What follows belongs to an exercise in optimizing a design on an open flow for a short achievable clock period and few clock cycles; a production flow would make more cautious choices.
In this exercise RTL edits were held to simulation tests only and were not proved equivalent to the original.
No activity file was given, so power comes from the tool's default toggle rates.

==> run D <==
==> flow/design.v (excerpt) <==
module axi_write_responder #(
    parameter int DATA_WIDTH = 32,
    parameter int MEM_DEPTH  = 64
) (
    input  logic                         ACLK,
    input  logic                         RESETn,
    input  logic [3:0]                   AWID,
    input  logic [31:0]                  AWADDR,
    input  logic [3:0]                   AWLEN,
    input  logic [2:0]                   AWSIZE,
    input  logic [1:0]                   AWBURST,
    input  logic                         AWVALID,
    output logic                         AWREADY,
    input  logic [3:0]                   WID,
    input  logic [DATA_WIDTH-1:0]        WDATA,
    input  logic [DATA_WIDTH/8-1:0]      WSTRB,
    input  logic                         WLAST,
    input  logic                         WVALID,
    output logic                         WREADY,
    output logic [3:0]                   BID,
    output logic [1:0]                   BRESP,
    output logic                         BVALID,
    input  logic                         BREADY,
    input  logic [$clog2(MEM_DEPTH)-1:0] dbg_addr,
    output logic [DATA_WIDTH-1:0]        dbg_rdata
);
==> flow/config.mk <==
export PLATFORM = sky130hd
export DESIGN_NAME = axi_write_responder
export DESIGN_NICKNAME = axi_write_responder
export VERILOG_FILES = /design/flow/design.v
export SDC_FILE = /design/flow/constraint.sdc
export NUM_CORES = 4
export LEC_CHECK = 0
export CAP_MARGIN = 20
export CORE_MARGIN = 2
export CORE_UTILIZATION = 45
export PLACE_DENSITY = 0.6
export SETUP_SLACK_MARGIN = 3.5
export SLEW_MARGIN = 20
export SYNTH_HIERARCHICAL = 1
==> flow/constraint.sdc <==
create_clock -name core_clock -period 6.0 [get_ports {ACLK}]
set_input_delay 1.2000 -clock core_clock [delete_from_list [all_inputs] [get_ports {ACLK}]]
set_output_delay 1.2000 -clock core_clock [all_outputs]
set_load 0.01 [all_outputs]
standard.sh (not shown) runs the stock make flow with config.mk's settings and CLKGATE_MAP_FILE= SYNTH_SCRIPT=/design/flow/synth_recipe.tcl, a recipe that flattens the netlist after the stock synthesis.
==> flow/flow/run.sh <==
#!/bin/bash
# Own layout flow: the standard ORFS flow, unchanged, except that cells which only add
# delay (delay gates, low-power and delay clock buffers/inverters) are kept out of the logic,
# so that synthesis and timing repair cannot pick them for the debug-read path.
# Each tool's full output goes to a log file in this folder (ORFS also keeps its own per-step
# logs under orfs/logs/).
set -euo pipefail
export DONT_USE_CELLS="sky130_fd_sc_hd__dlygate* sky130_fd_sc_hd__clkdlybuf* sky130_fd_sc_hd__dlymetal* sky130_fd_sc_hd__clkinvlp*"
bash standard.sh finish > flow_make.log 2>&1
==> run Y: changes against run D <==
--- a/flow/design.v
+++ b/flow/design.v
@@ -217,72 +217,57 @@
     assign WREADY    = wready_q || (byp_q && AWVALID);
     assign BVALID    = b0_v;
     assign BID       = b0_id;
     assign BRESP     = b0_resp;
     for (genvar b = 0; b < DATA_WIDTH; b++) begin : g_bit
-        logic [2:0] an;
-        logic [7:0] lon;          
-        logic [7:0] lo;           
+        logic [5:0] an, ap;       
+        logic [3:0] mdn;          
         logic [7:0] hin;          
-        logic [7:0] grpn;         
+        logic [31:0] pn;          
+        logic [7:0] gn;           
         logic [3:0] p;
         logic [1:0] q;
-        for (genvar k = 0; k < 3; k++) begin : g_ain
-            axi_wr_inv u_i (.a(dbg_addr[k]), .y(an[k]));
+        logic [3:0] s0;           
+        for (genvar k = 0; k < 6; k++) begin : g_ain
+            axi_wr_inv u_n (.a(dbg_addr[k]), .y(an[k]));
+            axi_wr_inv u_p (.a(an[k]), .y(ap[k]));
         end
-        for (genvar i = 0; i < 8; i++) begin : g_dec
-            axi_wr_nand3 u_lo (
-                .a(i[0] ? dbg_addr[0] : an[0]),
-                .b(i[1] ? dbg_addr[1] : an[1]),
-                .c(i[2] ? dbg_addr[2] : an[2]),
-                .y(lon[i])
+        for (genvar c = 0; c < 4; c++) begin : g_s0
+            axi_wr_inv u_s (.a(an[0]), .y(s0[c]));
+        end
+        for (genvar i = 0; i < 4; i++) begin : g_mdec
+            axi_wr_nand2 u_m (
+                .a(i[0] ? ap[1] : an[1]),
+                .b(i[1] ? ap[2] : an[2]),
+                .y(mdn[i])
             );
-            axi_wr_inv u_l (.a(lon[i]), .y(lo[i]));
+        end
+        for (genvar i = 0; i < 8; i++) begin : g_hdec
             axi_wr_nand3 u_hi (
-                .a(i[0] ? dbg_addr[3] : !dbg_addr[3]),
-                .b(i[1] ? dbg_addr[4] : !dbg_addr[4]),
-                .c(i[2] ? dbg_addr[5] : !dbg_addr[5]),
+                .a(i[0] ? ap[3] : an[3]),
+                .b(i[1] ? ap[4] : an[4]),
+                .c(i[2] ? ap[5] : an[5]),
                 .y(hin[i])
             );
         end
+        for (genvar k = 0; k < 32; k++) begin : g_pair
+            axi_wr_mux2i u_m (.a0(mem[2*k][b]), .a1(mem[2*k+1][b]), .s(s0[k/8]), .y(pn[k]));
+        end
         for (genvar j = 0; j < 8; j++) begin : g_grp
-            logic [3:0] t1;
-            logic [1:0] t2;
-            for (genvar k = 0; k < 4; k++) begin : g_pair
-                axi_wr_aoi22 u_a (.a0(mem[8*j+2*k][b]), .s0(lo[2*k]), .a1(mem[8*j+2*k+1][b]), .s1(lo[2*k+1]), .y(t1[k]));
-            end
-            axi_wr_nand2 u_n0 (.a(t1[0]), .b(t1[1]), .y(t2[0]));
-            axi_wr_nand2 u_n1 (.a(t1[2]), .b(t1[3]), .y(t2[1]));
-            axi_wr_nor2  u_r  (.a(t2[0]), .b(t2[1]), .y(grpn[j]));
+            logic [1:0] t;
+            axi_wr_oai22 u_o0 (.a0(pn[4*j+0]), .s0(mdn[0]), .a1(pn[4*j+1]), .s1(mdn[1]), .y(t[0]));
+            axi_wr_oai22 u_o1 (.a0(pn[4*j+2]), .s0(mdn[2]), .a1(pn[4*j+3]), .s1(mdn[3]), .y(t[1]));
+            axi_wr_nor2  u_r  (.a(t[0]), .b(t[1]), .y(gn[j]));
         end
         for (genvar k = 0; k < 4; k++) begin : g_pair2
-            axi_wr_oai22 u_o (.a0(grpn[2*k]), .s0(hin[2*k]), .a1(grpn[2*k+1]), .s1(hin[2*k+1]), .y(p[k]));
+            axi_wr_oai22 u_o (.a0(gn[2*k]), .s0(hin[2*k]), .a1(gn[2*k+1]), .s1(hin[2*k+1]), .y(p[k]));
         end
         axi_wr_nor2  u_r0 (.a(p[0]), .b(p[1]), .y(q[0]));
         axi_wr_nor2  u_r1 (.a(p[2]), .b(p[3]), .y(q[1]));
         axi_wr_nand2 u_n  (.a(q[0]), .b(q[1]), .y(dbg_rdata[b]));
     end
 endmodule
-module axi_wr_dec3 (
-    input  logic [2:0] a,
-    output logic [7:0] y
-);
-    logic [2:0] an;
-    logic [7:0] yn;
-    for (genvar k = 0; k < 3; k++) begin : g_in
-        axi_wr_inv u_i (.a(a[k]), .y(an[k]));
-    end
-    for (genvar i = 0; i < 8; i++) begin : g_out
-        axi_wr_nand3 u_n (
-            .a(i[0] ? a[0] : an[0]),
-            .b(i[1] ? a[1] : an[1]),
-            .c(i[2] ? a[2] : an[2]),
-            .y(yn[i])
-        );
-        axi_wr_inv u_i (.a(yn[i]), .y(y[i]));
-    end
-endmodule
 module axi_wr_inv (
     input  logic a,
     output logic y
 );
     assign y = !a;
@@ -293,18 +278,17 @@
     input  logic c,
     output logic y
 );
     assign y = !(a && b && c);
 endmodule
-module axi_wr_aoi22 (
+module axi_wr_mux2i (
     input  logic a0,
-    input  logic s0,
     input  logic a1,
-    input  logic s1,
+    input  logic s,
     output logic y
 );
-    assign y = !((a0 && s0) || (a1 && s1));
+    assign y = !(s ? a1 : a0);
 endmodule
 module axi_wr_oai22 (
     input  logic a0,
     input  logic s0,
     input  logic a1,
==> flow/flow/run.sh (replaced) <==
#!/bin/bash
# Own layout flow: the standard ORFS flow (standard.sh), with changes that only affect
# which cells make up the combinational logic and port buffers:
#  1. cells that only add delay (delay gates, low-power and delay clock buffers/inverters) are
#     kept out of the logic, so synthesis and timing repair cannot pick them;
#  2. the port buffers that global placement inserts (every input and output still gets one)
#     are plain buffers (buf_4) rather than the delay buffer buffer_ports picks by default;
#  3. after floorplan, the small gates of the debug-read tree get stronger cells (upsize.tcl),
#     before placement, so placement and repair start from stronger gates.
# Registers, power grid, tap cells and every other step are the standard flow's.
# Each tool's full output goes to its own log file in this folder (ORFS also keeps its own
# per-step logs under orfs/logs/).
set -euo pipefail
here=$(pwd)
export DONT_USE_CELLS="sky130_fd_sc_hd__dlygate* sky130_fd_sc_hd__clkdlybuf* sky130_fd_sc_hd__dlymetal* sky130_fd_sc_hd__clkinvlp*"
export BUFFER_PORTS_ARGS="-buffer_cell sky130_fd_sc_hd__buf_4"
res="$here/orfs/results/$FLOW_PLATFORM/axi_write_responder/base"
bash standard.sh floorplan > "$here/log_1_floorplan.log" 2>&1
printf 'read_db %s\nsource %s\nwrite_db %s\n' "$res/2_floorplan.odb" "$here/flow/upsize.tcl" "$res/2_floorplan.odb" > "$here/upsize_run.tcl"
openroad -no_init -exit "$here/upsize_run.tcl" > "$here/log_2_upsize.log" 2>&1
bash standard.sh finish > "$here/log_3_finish.log" 2>&1
==> flow/flow/upsize.tcl (new file) <==
# Give the small gates of the debug-read tree more drive before placement: every nand2, nor2,
# nand3, nand4, a22oi, o22ai and inverter of drive 0, 1 or 2 becomes the drive-4 cell of the
# same function, and every mux2i of drive 0 or 1 the drive-2 cell (same pins). Registers and
# all other cells are left as synthesis made them.
set db [ord::get_db]
set block [ord::get_db_block]
set n 0
foreach inst [$block getInsts] {
  set m [[$inst getMaster] getName]
  if {[regexp {^(sky130_fd_sc_hd__(?:nand2|nor2|nand3|nand4|a22oi|o22ai|inv))_[012]$} $m -> base]} {
    set new [$db findMaster ${base}_4]
    if {$new ne "NULL" && $new ne ""} { $inst swapMaster $new; incr n }
  } elseif {[regexp {^(sky130_fd_sc_hd__mux2i)_[01]$} $m -> base]} {
    set new [$db findMaster ${base}_2]
    if {$new ne "NULL" && $new ne ""} { $inst swapMaster $new; incr n }
  }
}
puts "upsized $n instances"
Settings changed: SETUP_SLACK_MARGIN 3.5 to 5, TNS_END_PERCENT set to 10.
==> run Z: changes against run D <==
--- a/flow/design.v
+++ b/flow/design.v
@@ -217,32 +217,33 @@
     assign WREADY    = wready_q || (byp_q && AWVALID);
     assign BVALID    = b0_v;
     assign BID       = b0_id;
     assign BRESP     = b0_resp;
     for (genvar b = 0; b < DATA_WIDTH; b++) begin : g_bit
-        logic [2:0] an;
+        logic [5:0] an, ap;       
         logic [7:0] lon;          
         logic [7:0] lo;           
         logic [7:0] hin;          
         logic [7:0] grpn;         
         logic [3:0] p;
         logic [1:0] q;
-        for (genvar k = 0; k < 3; k++) begin : g_ain
-            axi_wr_inv u_i (.a(dbg_addr[k]), .y(an[k]));
+        for (genvar k = 0; k < 6; k++) begin : g_ain
+            axi_wr_inv u_n (.a(dbg_addr[k]), .y(an[k]));
+            axi_wr_inv u_p (.a(an[k]), .y(ap[k]));
         end
         for (genvar i = 0; i < 8; i++) begin : g_dec
             axi_wr_nand3 u_lo (
-                .a(i[0] ? dbg_addr[0] : an[0]),
-                .b(i[1] ? dbg_addr[1] : an[1]),
-                .c(i[2] ? dbg_addr[2] : an[2]),
+                .a(i[0] ? ap[0] : an[0]),
+                .b(i[1] ? ap[1] : an[1]),
+                .c(i[2] ? ap[2] : an[2]),
                 .y(lon[i])
             );
             axi_wr_inv u_l (.a(lon[i]), .y(lo[i]));
             axi_wr_nand3 u_hi (
-                .a(i[0] ? dbg_addr[3] : !dbg_addr[3]),
-                .b(i[1] ? dbg_addr[4] : !dbg_addr[4]),
-                .c(i[2] ? dbg_addr[5] : !dbg_addr[5]),
+                .a(i[0] ? ap[3] : an[3]),
+                .b(i[1] ? ap[4] : an[4]),
+                .c(i[2] ? ap[5] : an[5]),
                 .y(hin[i])
             );
         end
         for (genvar j = 0; j < 8; j++) begin : g_grp
             logic [3:0] t1;
==> notes <==
- Run Y completed without violations. Run D finished clean. Run Z ran to the end with no violations.
- Flip-flop and latch count is the same in run Z and run Y.
- The lowest sequential share of layout area belongs to run Y, the highest to run D.
- The highest final cell count belongs to run Z, the lowest to run Y.
- Between run Y and run D, the lower clock power is in run D (gap about 3%, measured against run D).
- Utilization, lowest first: run Z, run D, run Y.
- The highest via count belongs to run D, the lowest to run Y.
- Of run Y and run Z, run Z has the higher critical path depth (gap 2).
- The highest global-route usage belongs to run Z, the lowest to run Y.
- Routed wire length: run Y < run D < run Z.
- Clock skew, highest first: run Z, run Y, run D.
- The highest maximum frequency belongs to run Y, the lowest to run D.
==> figures <==
Last weighted congestion value of the routability-driven placer: run Y 0.812; run D 0.844; run Z 0.900
Antenna violations before repair: run Y 3; run D 10; run Z 7
Final Skew: run Y 0.0293 ns; run D 0.0281 ns; run Z 0.0304 ns
Proportion of cell area occupied by multi-input gates: run Y 36.9%; run D 23.1%; run Z 24.9%
Average vias per placed instance: run Y 5.94; run D 6.07; run Z 6.03
Result of the run: run Y complete, no violations; run D complete, no violations; run Z complete, no violations
Ratio of total power to cell area: run Y 278 nW/um^2; run D 296 nW/um^2; run Z 298 nW/um^2
Endpoint of the lowest-slack register-to-register path: run Y mem[45][3]$_DFFE_PP_; run D mem[48][19]$_DFFE_PP_; run Z mem[39][26]$_DFFE_PP_
Post-CTS Setup Repair Bufs: run Y 117; run D 637; run Z 255
Area fraction in compound gates after synthesis: run Y 5.58%; run D 16.4%; run Z 16.2%
Total global routing track utilization: run Y 28.7%; run D 28.9%; run Z 29.1%
Fin area: run Y 133000 sq um; run D 118000 sq um; run Z 119000 sq um
Power of the sequential group: run Y 16.7 mW; run D 16.6 mW; run Z 16.6 mW
Die span in y: run Y 443 um; run D 447 um; run Z 450 um
Syn Area/Cell: run Y 15.1 sq um; run D 15.3 sq um; run Z 14.8 sq um
Number of different library cells in the post-synthesis netlist: run Y 64; run D 64; run Z 65
Slack of the critical path: run Y 1.85 ns; run D 1.38 ns; run Z 1.68 ns
Worst min-delay path endpoint: run Y -; run D cur_step[7]$_SDFF_PP0_; run Z cur_err$_DFF_PN0_
Worst Tran Pin Value: run Y 0.788 ns; run D 1.16 ns; run Z 1.20 ns
Average wire per cell in the routed design: run Y 31.3 um; run D 30.6 um; run Z 31.3 um
Maximum operating frequency: run Y 241 MHz; run D 216 MHz; run Z 232 MHz
Share of post-route cells with drive strength above 1: run Y 63.4%; run D 46.5%; run Z 48.7%
Proportion of total power due to net switching: run Y 27.5%; run D 25.7%; run Z 26.5%
Testbench counts of run D, summed over its fixed seeds: cycles 8,907.
Testbench counts of run Y, summed over its fixed seeds: cycles 8,907.
Testbench counts of run Z, summed over its fixed seeds: cycles 8,907.

static timing again, ports no longer ideal:
In the flow no input, the clock included, has a driving cell. The finished layouts below were timed again as built, in two steps. Step 1: set_driving_cell puts a clkbuf_16 on ACLK and a buf_2 on each other input, an assumption about the parent block. Step 2, shift: input delay + t, output delay - t, t = (earliest + latest rising clock arrival at the registers) / 2. This alone moves slack from input paths to output paths. a / b / c = no drivers / after step 1 / after step 2; a / b = the first two.
run | t (ns) | setup slack, ns | hold WS [ns] | slew at the worst register clock pin (ns)
run D | 0.955 | 1.380 / 0.906 / 0.906 | 0.494 / 0.494 / 0.494 | 0.07 / 0.07
run Y | 0.945 | 1.848 / 1.764 / 1.724 | 0.152 / 0.090 / 0.506 | 0.07 / 0.07
run Z | 0.966 | 1.681 / 1.413 / 1.413 | 0.519 / 0.519 / 0.519 | 0.07 / 0.07
After both steps setup and hold are still met in every run listed. For run D, which loses most, drivers alone change the setup slack by -0.474 ns; drivers and shift together by -0.474 ns.
